From an optimization exercise on the open Yosys and OpenROAD flow, aimed at small area, a short achievable clock period and few clock cycles per item; shortcuts taken in it are not production practice.
In this exercise RTL edits were held to simulation tests only and were not proved equivalent to the original.
The clock input has no modelled driver; a real chip could not lean on it and would need a root buffer or a full tree.
Power figures rest on the tool's default switching activity, not on a simulated workload.

// delta_cep_window_calc
module delta_cep_window_calc #(
    parameter int DATA_WIDTH = mfcc_delta_pkg::CEP_DATA_WIDTH,
    parameter int NUM_CEP    = mfcc_delta_pkg::NUM_CEP,
    parameter int IDX_WIDTH  = 7,
    parameter int OUT_WIDTH  = DATA_WIDTH + 3
) (
    input  logic                  clk,
    input  logic                  rst_n,
    input  logic                  clear,
    input  logic                  cep_in_valid,
    input  logic [DATA_WIDTH-1:0] cep_in_data,
    output logic                  cep_in_ready,
    output logic                  delta_valid,
    output logic [OUT_WIDTH-1:0]  delta_data,
    output logic [IDX_WIDTH-1:0]  delta_idx,
    output logic                  delta_frame_end
);
Settings: LEC_CHECK=0, ABC_CLOCK_PERIOD_IN_PS=3000, CAP_MARGIN=20, CORE_MARGIN=2, CORE_UTILIZATION=40, CTS_BUF_LIST=sky130_fd_sc_hd__clkbuf_4 sky130_fd_sc_hd__clkbuf_8, SLEW_MARGIN=20; clock period 11.0 ns.
run.sh (not shown) runs the stock make flow with config.mk's settings and CLKGATE_MAP_FILE= SYNTH_SCRIPT=/design/flow/synth_recipe.tcl, a recipe that flattens the netlist after the stock synthesis.
The baseline finished with timing, DRC and antenna clean.
Testbench counts at the start, summed over its fixed seeds: cycles 5,008, items 4,576.
Rerun with:
ABC_CLOCK_PERIOD_IN_PS = unset   (was 3000)
CTS_BUF_LIST = unset   (was sky130_fd_sc_hd__clkbuf_4 sky130_fd_sc_hd__clkbuf_8)
Fmax barely changes.
Count of clock-buffer cells in the layout fell by 84.
Worst hold slack improves by 5.4 ps.
Final area hardly moves.
Total power goes up by 2.7%.
Rerun with:
ABC_CLOCK_PERIOD_IN_PS = 3000   (was unset)
Result: Cell count does not change. Synthesized area is unchanged. Worst setup slack does not change. Core utilization is unchanged. Wire length stays the same. Final area is unchanged. Die area stays the same.

---

The RTL this note starts from:
==> flow/design.v <==
package mfcc_delta_pkg;
    localparam int CEP_DATA_WIDTH = 16;
    localparam int NUM_CEP        = 13;
    localparam int DELTA_WIN      = 5;
    localparam logic [2:0] LAST_SLOT = 3'(DELTA_WIN - 1);
    localparam logic [2:0] WIN_FULL  = 3'(DELTA_WIN);
    typedef enum logic {
        FILL    = 1'b0,
        COMPUTE = 1'b1
    } state_t;
    function automatic logic [2:0] slot_sub(input logic [2:0] slot, input logic [2:0] off);
        logic [3:0] s;
        s = {1'b0, slot} + 4'd5 - {1'b0, off};
        if (s >= 4'd5) begin
            s = s - 4'd5;
        end
        slot_sub = s[2:0];
    endfunction
    function automatic logic [2:0] slot_inc(input logic [2:0] slot);
        slot_inc = (slot == LAST_SLOT) ? 3'd0 : slot + 3'd1;
    endfunction
endpackage
module delta_coef_index_cnt #(
    parameter int WIDTH = 7
) (
    input  logic             clk,
    input  logic             rst_n,
    input  logic             clr_i,
    input  logic             en_i,
    input  logic [WIDTH-1:0] limit_i,
    output logic [WIDTH-1:0] out_o,
    output logic             over_o
);
    logic [WIDTH-1:0] cnt_q;
    logic [WIDTH-1:0] cnt_d;
    assign over_o = (cnt_q == limit_i);
    assign out_o  = cnt_q;
    always_comb begin
        cnt_d = cnt_q;
        if (clr_i) begin
            cnt_d = '0;
        end else if (en_i) begin
            cnt_d = over_o ? '0 : cnt_q + WIDTH'(1);
        end
    end
    always_ff @(posedge clk or negedge rst_n) begin
        if (!rst_n) begin
            cnt_q <= '0;
        end else begin
            cnt_q <= cnt_d;
        end
    end
endmodule
module delta_cep_window_calc #(
    parameter int DATA_WIDTH = mfcc_delta_pkg::CEP_DATA_WIDTH,
    parameter int NUM_CEP    = mfcc_delta_pkg::NUM_CEP,
    parameter int IDX_WIDTH  = 7,
    parameter int OUT_WIDTH  = DATA_WIDTH + 3
) (
    input  logic                  clk,
    input  logic                  rst_n,
    input  logic                  clear,
    input  logic                  cep_in_valid,
    input  logic [DATA_WIDTH-1:0] cep_in_data,
    output logic                  cep_in_ready,
    output logic                  delta_valid,
    output logic [OUT_WIDTH-1:0]  delta_data,
    output logic [IDX_WIDTH-1:0]  delta_idx,
    output logic                  delta_frame_end
);
    localparam int RING = 2 * NUM_CEP;           
    localparam int SW   = $clog2(RING);
    localparam int KW   = $clog2(NUM_CEP);
    localparam logic [SW-1:0] SLOT   = SW'(RING - 2);    
    localparam logic [KW-1:0] K_LAST = KW'(NUM_CEP - 1);
    logic [DATA_WIDTH-1:0] p_q [RING];
    logic [DATA_WIDTH-1:0] q_q [RING];
    logic [DATA_WIDTH-1:0] in_data_q;
    logic                  ins_q;               
    logic                  ready_q;
    logic [SW-1:0]         slot_q, slot_d;      
    logic                  xfer;
    logic [KW-1:0]         k_q;                 
    logic [2:0]            frames_q;            
    logic                  ins;
    logic                  delta_valid_q;
    logic [OUT_WIDTH-1:0]  delta_data_q;
    logic [KW-1:0]         delta_idx_q;
    logic                  delta_frame_end_q;
    assign xfer = cep_in_valid & ready_q & ~clear;
    assign slot_d = xfer ? slot_q : ((slot_q == SW'(RING - 1)) ? '0 : slot_q + SW'(1));
    always_ff @(posedge clk or negedge rst_n) begin
        if (!rst_n) begin
            slot_q  <= SLOT - SW'(1);
            ready_q <= 1'b0;
            ins_q   <= 1'b0;
        end else begin
            slot_q  <= slot_d;
            ready_q <= (slot_d == SLOT);
            ins_q   <= xfer;
        end
    end
    always_ff @(posedge clk) begin
        in_data_q <= cep_in_data;
    end
    always_ff @(posedge clk) begin
        p_q[0] <= ins_q ? in_data_q   : p_q[RING-1];
        q_q[0] <= ins_q ? p_q[RING-1] : q_q[RING-1];
        for (int r = 1; r < RING; r++) begin
            p_q[r] <= p_q[r-1];
            q_q[r] <= q_q[r-1];
        end
    end
    logic [DATA_WIDTH-1:0] c_p1, c_m1, c_m2;
    logic [OUT_WIDTH-1:0]  op_x, op_y, op_z, op_w;
    logic [OUT_WIDTH-1:0]  s1, c1, s2, c2;
    assign c_p1 = p_q[NUM_CEP-1];
    assign c_m1 = q_q[NUM_CEP-1];
    assign c_m2 = q_q[RING-1];
    assign op_x = {{(OUT_WIDTH-DATA_WIDTH-1){in_data_q[DATA_WIDTH-1]}}, in_data_q, 1'b1};
    assign op_y = {{(OUT_WIDTH-DATA_WIDTH-1){~c_m2[DATA_WIDTH-1]}}, ~c_m2, 1'b1};
    assign op_z = {{(OUT_WIDTH-DATA_WIDTH){c_p1[DATA_WIDTH-1]}}, c_p1};
    assign op_w = {{(OUT_WIDTH-DATA_WIDTH){~c_m1[DATA_WIDTH-1]}}, ~c_m1};
    assign s1 = op_x ^ op_y ^ op_z;
    assign c1 = {(op_x[OUT_WIDTH-2:0] & op_y[OUT_WIDTH-2:0]) | (op_x[OUT_WIDTH-2:0] & op_z[OUT_WIDTH-2:0])
                 | (op_y[OUT_WIDTH-2:0] & op_z[OUT_WIDTH-2:0]), 1'b1};
    assign s2 = s1 ^ c1 ^ op_w;
    assign c2 = {(s1[OUT_WIDTH-2:0] & c1[OUT_WIDTH-2:0]) | (s1[OUT_WIDTH-2:0] & op_w[OUT_WIDTH-2:0])
                 | (c1[OUT_WIDTH-2:0] & op_w[OUT_WIDTH-2:0]), 1'b0};
    assign ins = ins_q & ~clear;
    always_ff @(posedge clk or negedge rst_n) begin
        if (!rst_n) begin
            k_q           <= '0;
            frames_q      <= '0;
            delta_valid_q <= 1'b0;
        end else begin
            delta_valid_q <= ins & frames_q[2];
            if (clear) begin
                k_q      <= '0;
                frames_q <= '0;
            end else if (ins) begin
                if (k_q == K_LAST) begin
                    k_q <= '0;
                    if (!frames_q[2]) frames_q <= frames_q + 3'd1;
                end else begin
                    k_q <= k_q + KW'(1);
                end
            end
        end
    end
    always_ff @(posedge clk) begin
        delta_data_q      <= s2 + c2;
        delta_idx_q       <= k_q;
        delta_frame_end_q <= (k_q == K_LAST);
    end
    assign cep_in_ready    = ready_q;
    assign delta_valid     = delta_valid_q;
    assign delta_data      = delta_data_q;
    assign delta_idx       = IDX_WIDTH'(delta_idx_q);
    assign delta_frame_end = delta_frame_end_q;
endmodule
Settings: LEC_CHECK=0, CAP_MARGIN=20, CORE_MARGIN=2, CORE_UTILIZATION=55, SLEW_MARGIN=20; clock period 11.0 ns.
standard.sh (not shown) runs the stock make flow with config.mk's settings and CLKGATE_MAP_FILE= SYNTH_SCRIPT=/design/flow/synth_recipe.tcl, a recipe that flattens the netlist after the stock synthesis.
==> flow/flow/run.sh <==
#!/bin/bash
set -euo pipefail
cd "$(dirname "$0")/.."
export CTS_ARGS="-sink_clustering_enable -repair_clock_nets -dont_use_dummy_load -sink_clustering_size 34 -sink_clustering_max_diameter 90 -buf_list {sky130_fd_sc_hd__clkbuf_8 sky130_fd_sc_hd__clkbuf_16}"
export BUFFER_PORTS_ARGS="-buffer_cell sky130_fd_sc_hd__buf_2"
export SETUP_SLACK_MARGIN=7.8
bash standard.sh > make.log 2>&1
Testbench counts at the start, summed over its fixed seeds: cycles 5,016, items 4,576.
Edit:
--- a/flow/config.mk
+++ b/flow/config.mk
@@ -10 +10,2 @@
-export CORE_UTILIZATION = 55
+export CORE_UTILIZATION = 70
+export PLACE_DENSITY = 0.78
Non-clock buffer count came out lower by 1.
Total power stays flat.
Design area goes down slightly.
Worst setup slack is better by 0.018 ns.
Global-route usage climbs by 4.9 points.
Wire length goes up by roughly a tenth.
Final cell count falls by a few percent.
Fmax rose slightly.
Core utilization goes up by 16 points.

---

Starts from the design.v that is shown in full above.
clock: 11.0 ns
lec_check: 0
cap_margin: 20
core_margin: 2
core_utilization: 40
slew_margin: 20
==> flow/flow/run.sh <==
#!/bin/bash
set -euo pipefail
cd "$(dirname "$0")/.."
export CTS_ARGS="-sink_clustering_enable -repair_clock_nets -dont_use_dummy_load -sink_clustering_size 34 -sink_clustering_max_diameter 90 -buf_list {sky130_fd_sc_hd__clkbuf_8 sky130_fd_sc_hd__clkbuf_16}"
export BUFFER_PORTS_ARGS="-buffer_cell sky130_fd_sc_hd__buf_2"
export SETUP_SLACK_MARGIN=7.3
bash standard.sh > make.log 2>&1
Testbench counts at the start, summed over its fixed seeds: cycles 5,016, items 4,576.
Rerun with:
==> flow/flow/run.sh (replaced) <==
#!/bin/bash
set -euo pipefail
cd "$(dirname "$0")/.."
export CTS_ARGS="-sink_clustering_enable -repair_clock_nets -dont_use_dummy_load -sink_clustering_size 36 -sink_clustering_max_diameter 95 -buf_list {sky130_fd_sc_hd__clkbuf_8 sky130_fd_sc_hd__clkbuf_16}"
export BUFFER_PORTS_ARGS="-buffer_cell sky130_fd_sc_hd__buf_1"
export SETUP_SLACK_MARGIN=7.8
bash standard.sh > make.log 2>&1
CORE_UTILIZATION = 70   (was 40)
PLACE_DENSITY = 0.78   (was default)
What happened:
- The new run ran to the end with no violations
- core utilization is higher by 32 points
- power barely changes
- die area shrinks by 42%
- flip-flop and latch count stays the same
- global-route usage grows by 7.4 points
Rerun with:
==> flow/flow/run.sh (replaced) <==
#!/bin/bash
set -euo pipefail
cd "$(dirname "$0")/.."
export CTS_ARGS="-sink_clustering_enable -repair_clock_nets -dont_use_dummy_load -sink_clustering_size 34 -sink_clustering_max_diameter 90 -buf_list {sky130_fd_sc_hd__clkbuf_8 sky130_fd_sc_hd__clkbuf_16}"
export BUFFER_PORTS_ARGS="-buffer_cell sky130_fd_sc_hd__buf_2"
export SETUP_SLACK_MARGIN=7.8
bash standard.sh cts > make_cts.log 2>&1
CTS_ODB="$PWD/orfs/results/$FLOW_PLATFORM/delta_cep_window_calc/base/4_cts.odb" CLK_PORT=clk \
  openroad -no_init -exit flow/unroot.tcl > unroot.log 2>&1
bash standard.sh > make.log 2>&1
==> flow/flow/unroot.tcl (new file) <==
# After CTS: if the clock port drives a single root clock buffer whose output feeds at most
# MAX_DIRECT cells, drive those cells from the port directly and remove the root buffer.
set max_direct 4
set odb_file $::env(CTS_ODB)
read_db $odb_file
set block [ord::get_db_block]
set clknet [[$block findBTerm $::env(CLK_PORT)] getNet]
set iterms [$clknet getITerms]
if {[llength $iterms] != 1} {
  puts "unroot: clock port drives [llength $iterms] pins, left as is"
} else {
  set it [lindex $iterms 0]
  set inst [$it getInst]
  set master [[$inst getMaster] getName]
  set xt [$inst findITerm X]
  if {![string match "sky130_fd_sc_hd__clkbuf_*" $master] || $xt eq "NULL" || $xt eq ""} {
    puts "unroot: root cell $master is not a clock buffer, left as is"
  } else {
    set out [$xt getNet]
    set loads {}
    foreach l [$out getITerms] {
      if {[[$l getInst] getName] ne [$inst getName]} { lappend loads $l }
    }
    if {[llength $loads] > $max_direct} {
      puts "unroot: root buffer drives [llength $loads] pins, left as is"
    } else {
      puts "unroot: removing [$inst getName] ($master), port now drives [llength $loads] pins"
      foreach l $loads { $l disconnect; $l connect $clknet }
      $it disconnect
      $xt disconnect
      odb::dbInst_destroy $inst
      odb::dbNet_destroy $out
    }
  }
}
write_db $odb_file
Outcome:
- clock skew goes up by 0.031 ns
- sequential share of layout area hardly moves
- via count barely changes

---

// delta_cep_window_calc: RTL as listed in full above, without the edits since
Settings: LEC_CHECK=0, CAP_MARGIN=20, CORE_MARGIN=2, CORE_UTILIZATION=70, PLACE_DENSITY=0.78, SLEW_MARGIN=20; clock period 11.0 ns.
==> flow/flow/run.sh <==
#!/bin/bash
set -euo pipefail
cd "$(dirname "$0")/.."
export CTS_ARGS="-sink_clustering_enable -repair_clock_nets -dont_use_dummy_load -sink_clustering_size 34 -sink_clustering_max_diameter 90 -buf_list {sky130_fd_sc_hd__clkbuf_8 sky130_fd_sc_hd__clkbuf_16}"
export BUFFER_PORTS_ARGS="-buffer_cell sky130_fd_sc_hd__buf_2"
export SETUP_SLACK_MARGIN=8.1
bash standard.sh cts > make_cts.log 2>&1
CTS_ODB="$PWD/orfs/results/$FLOW_PLATFORM/delta_cep_window_calc/base/4_cts.odb" CLK_PORT=clk \
  openroad -no_init -exit flow/unroot.tcl > unroot.log 2>&1
bash standard.sh > make.log 2>&1
==> flow/flow/unroot.tcl <==
# After CTS: if the clock port drives a single root clock buffer whose output feeds at most
# MAX_DIRECT cells, drive those cells from the port directly and remove the root buffer.
set max_direct 4
set odb_file $::env(CTS_ODB)
read_db $odb_file
set block [ord::get_db_block]
set clknet [[$block findBTerm $::env(CLK_PORT)] getNet]
set iterms [$clknet getITerms]
if {[llength $iterms] != 1} {
  puts "unroot: clock port drives [llength $iterms] pins, left as is"
} else {
  set it [lindex $iterms 0]
  set inst [$it getInst]
  set master [[$inst getMaster] getName]
  set xt [$inst findITerm X]
  if {![string match "sky130_fd_sc_hd__clkbuf_*" $master] || $xt eq "NULL" || $xt eq ""} {
    puts "unroot: root cell $master is not a clock buffer, left as is"
  } else {
    set out [$xt getNet]
    set loads {}
    foreach l [$out getITerms] {
      if {[[$l getInst] getName] ne [$inst getName]} { lappend loads $l }
    }
    if {[llength $loads] > $max_direct} {
      puts "unroot: root buffer drives [llength $loads] pins, left as is"
    } else {
      puts "unroot: removing [$inst getName] ($master), port now drives [llength $loads] pins"
      foreach l $loads { $l disconnect; $l connect $clknet }
      $it disconnect
      $xt disconnect
      odb::dbInst_destroy $inst
      odb::dbNet_destroy $out
    }
  }
}
write_db $odb_file
Testbench counts at the start, summed over its fixed seeds: cycles 5,016, items 4,576.
==> next run, changes <==
==> flow/flow/run.sh (replaced) <==
#!/bin/bash
set -euo pipefail
cd "$(dirname "$0")/.."
export CTS_ARGS="-sink_clustering_enable -repair_clock_nets -dont_use_dummy_load -sink_clustering_size 34 -sink_clustering_max_diameter 90 -buf_list {sky130_fd_sc_hd__clkbuf_8 sky130_fd_sc_hd__clkbuf_16}"
export BUFFER_PORTS_ARGS="-buffer_cell sky130_fd_sc_hd__buf_2"
export SETUP_SLACK_MARGIN=7.8
bash standard.sh > make.log 2>&1
CORE_UTILIZATION = 40   (was 70)
PLACE_DENSITY = not set   (was 0.78)
removed: flow/flow/unroot.tcl
Effect: Synthesized cell count is unchanged; worst setup slack is worse by 0.12 ns; cell count came out higher by 16%; non-clock buffer count came out lower by 21; core utilization came out lower by 34 points.
==> next run, changes <==
==> flow/flow/run.sh (replaced) <==
#!/bin/bash
set -euo pipefail
cd "$(dirname "$0")/.."
export CTS_ARGS="-sink_clustering_enable -repair_clock_nets -dont_use_dummy_load -buf_list {sky130_fd_sc_hd__clkbuf_4 sky130_fd_sc_hd__clkbuf_8 sky130_fd_sc_hd__clkbuf_16}"
export BUFFER_PORTS_ARGS="-buffer_cell sky130_fd_sc_hd__buf_2"
export SETUP_SLACK_MARGIN=7.3
bash standard.sh > make.log 2>&1
After rerunning: The changed run went through all stages and came out clean; wire length rose by a few percent; design area grows by a few percent; worst setup slack gets worse by 0.044 ns; core utilization climbs by 2.0 points; power went up by about a fifth; cell count went up by a few percent.
==> next run, changes <==
==> flow/flow/run.sh (replaced) <==
#!/bin/bash
set -euo pipefail
cd "$(dirname "$0")/.."
export CTS_ARGS="-sink_clustering_enable -repair_clock_nets -dont_use_dummy_load -sink_clustering_size 36 -sink_clustering_max_diameter 95 -buf_list {sky130_fd_sc_hd__clkbuf_8 sky130_fd_sc_hd__clkbuf_16}"
export BUFFER_PORTS_ARGS="-buffer_cell sky130_fd_sc_hd__buf_1"
export SETUP_SLACK_MARGIN=7.8
bash standard.sh cts > make_cts.log 2>&1
CTS_ODB="$PWD/orfs/results/$FLOW_PLATFORM/delta_cep_window_calc/base/4_cts.odb" CLK_PORT=clk \
  openroad -no_init -exit flow/unroot.tcl > unroot.log 2>&1
bash standard.sh > make.log 2>&1
==> flow/flow/unroot.tcl (new file) <==
# After CTS: if the clock port drives a single root clock buffer whose output feeds at most
# MAX_DIRECT cells, drive those cells from the port directly and remove the root buffer.
set max_direct 4
set odb_file $::env(CTS_ODB)
read_db $odb_file
set block [ord::get_db_block]
set clknet [[$block findBTerm $::env(CLK_PORT)] getNet]
set iterms [$clknet getITerms]
if {[llength $iterms] != 1} {
  puts "unroot: clock port drives [llength $iterms] pins, left as is"
} else {
  set it [lindex $iterms 0]
  set inst [$it getInst]
  set master [[$inst getMaster] getName]
  set xt [$inst findITerm X]
  if {![string match "sky130_fd_sc_hd__clkbuf_*" $master] || $xt eq "NULL" || $xt eq ""} {
    puts "unroot: root cell $master is not a clock buffer, left as is"
  } else {
    set out [$xt getNet]
    set loads {}
    foreach l [$out getITerms] {
      if {[[$l getInst] getName] ne [$inst getName]} { lappend loads $l }
    }
    if {[llength $loads] > $max_direct} {
      puts "unroot: root buffer drives [llength $loads] pins, left as is"
    } else {
      puts "unroot: removing [$inst getName] ($master), port now drives [llength $loads] pins"
      foreach l $loads { $l disconnect; $l connect $clknet }
      $it disconnect
      $xt disconnect
      odb::dbInst_destroy $inst
      odb::dbNet_destroy $out
    }
  }
}
write_db $odb_file
CORE_UTILIZATION = 70   (was 40)
PLACE_DENSITY = 0.78   (was not set)
Result:
- non-clock buffer count went up by 2
- routed wire length went down by 1.1%
- worst setup slack gains 0.20 ns
- fmax went up by 6.3%
- count of clock-buffer cells in the layout went down by 53

[separate check: timing with driven ports]
No port has a modelled driver above. Below, the same layouts with a new extraction and two added sets of constraints. Step 1 sets driving cells, clkbuf_16 on the clock port and buf_2 on the other inputs (assumed; they add their load-dependent delay and slew). Step 2 moves the port delays by t, midway between the first and last clock arrival at a register: inputs arrive t later, outputs are due t later. That takes back most of the time a late clock gives input paths. Slacks: ideal ports / drivers / drivers and shift; pairs: ideal ports / drivers.
| run | t, ns | slack for setup (ns) | slew at the worst register clock pin (ns) |
|---|---|---|---|
| the first run of note 1 | 0.780 | 6.004 / 6.004 / 6.004 | 0.07 / 0.07 |
| the second run of note 1 | 0.662 | 5.994 / 5.994 / 5.994 | 0.07 / 0.07 |
| the third run of note 1 | 0.662 | 5.994 / 5.994 / 5.994 | 0.07 / 0.07 |
| the first run of note 2 | 0.625 | 7.680 / 7.629 / 7.567 | 0.12 / 0.12 |
| the second run of note 2 | 0.601 | 7.698 / 7.648 / 7.501 | 0.12 / 0.12 |
| the first run of note 3 | 0.641 | 7.619 / 7.565 / 7.413 | 0.12 / 0.12 |
| the second run of note 3 | 0.619 | 7.715 / 7.663 / 7.408 | 0.12 / 0.12 |
| the third run of note 3 | 0.485 | 7.832 / 7.767 / 7.535 | 0.12 / 0.12 |
| the first run of note 4 | 0.488 | 7.804 / 7.739 / 7.647 | 0.12 / 0.12 |
| the second run of note 4 | 0.643 | 7.687 / 7.634 / 7.491 | 0.12 / 0.12 |
| the third run of note 4 | 0.618 | 7.643 / 7.590 / 7.376 | 0.06 / 0.06 |
| the fourth run of note 4 | 0.498 | 7.843 / 7.778 / 7.540 | 0.12 / 0.12 |
After both steps every run listed still meets setup and hold. For the second run of note 3, which loses most, drivers alone change the setup slack by -0.052 ns; drivers and shift together by -0.307 ns.
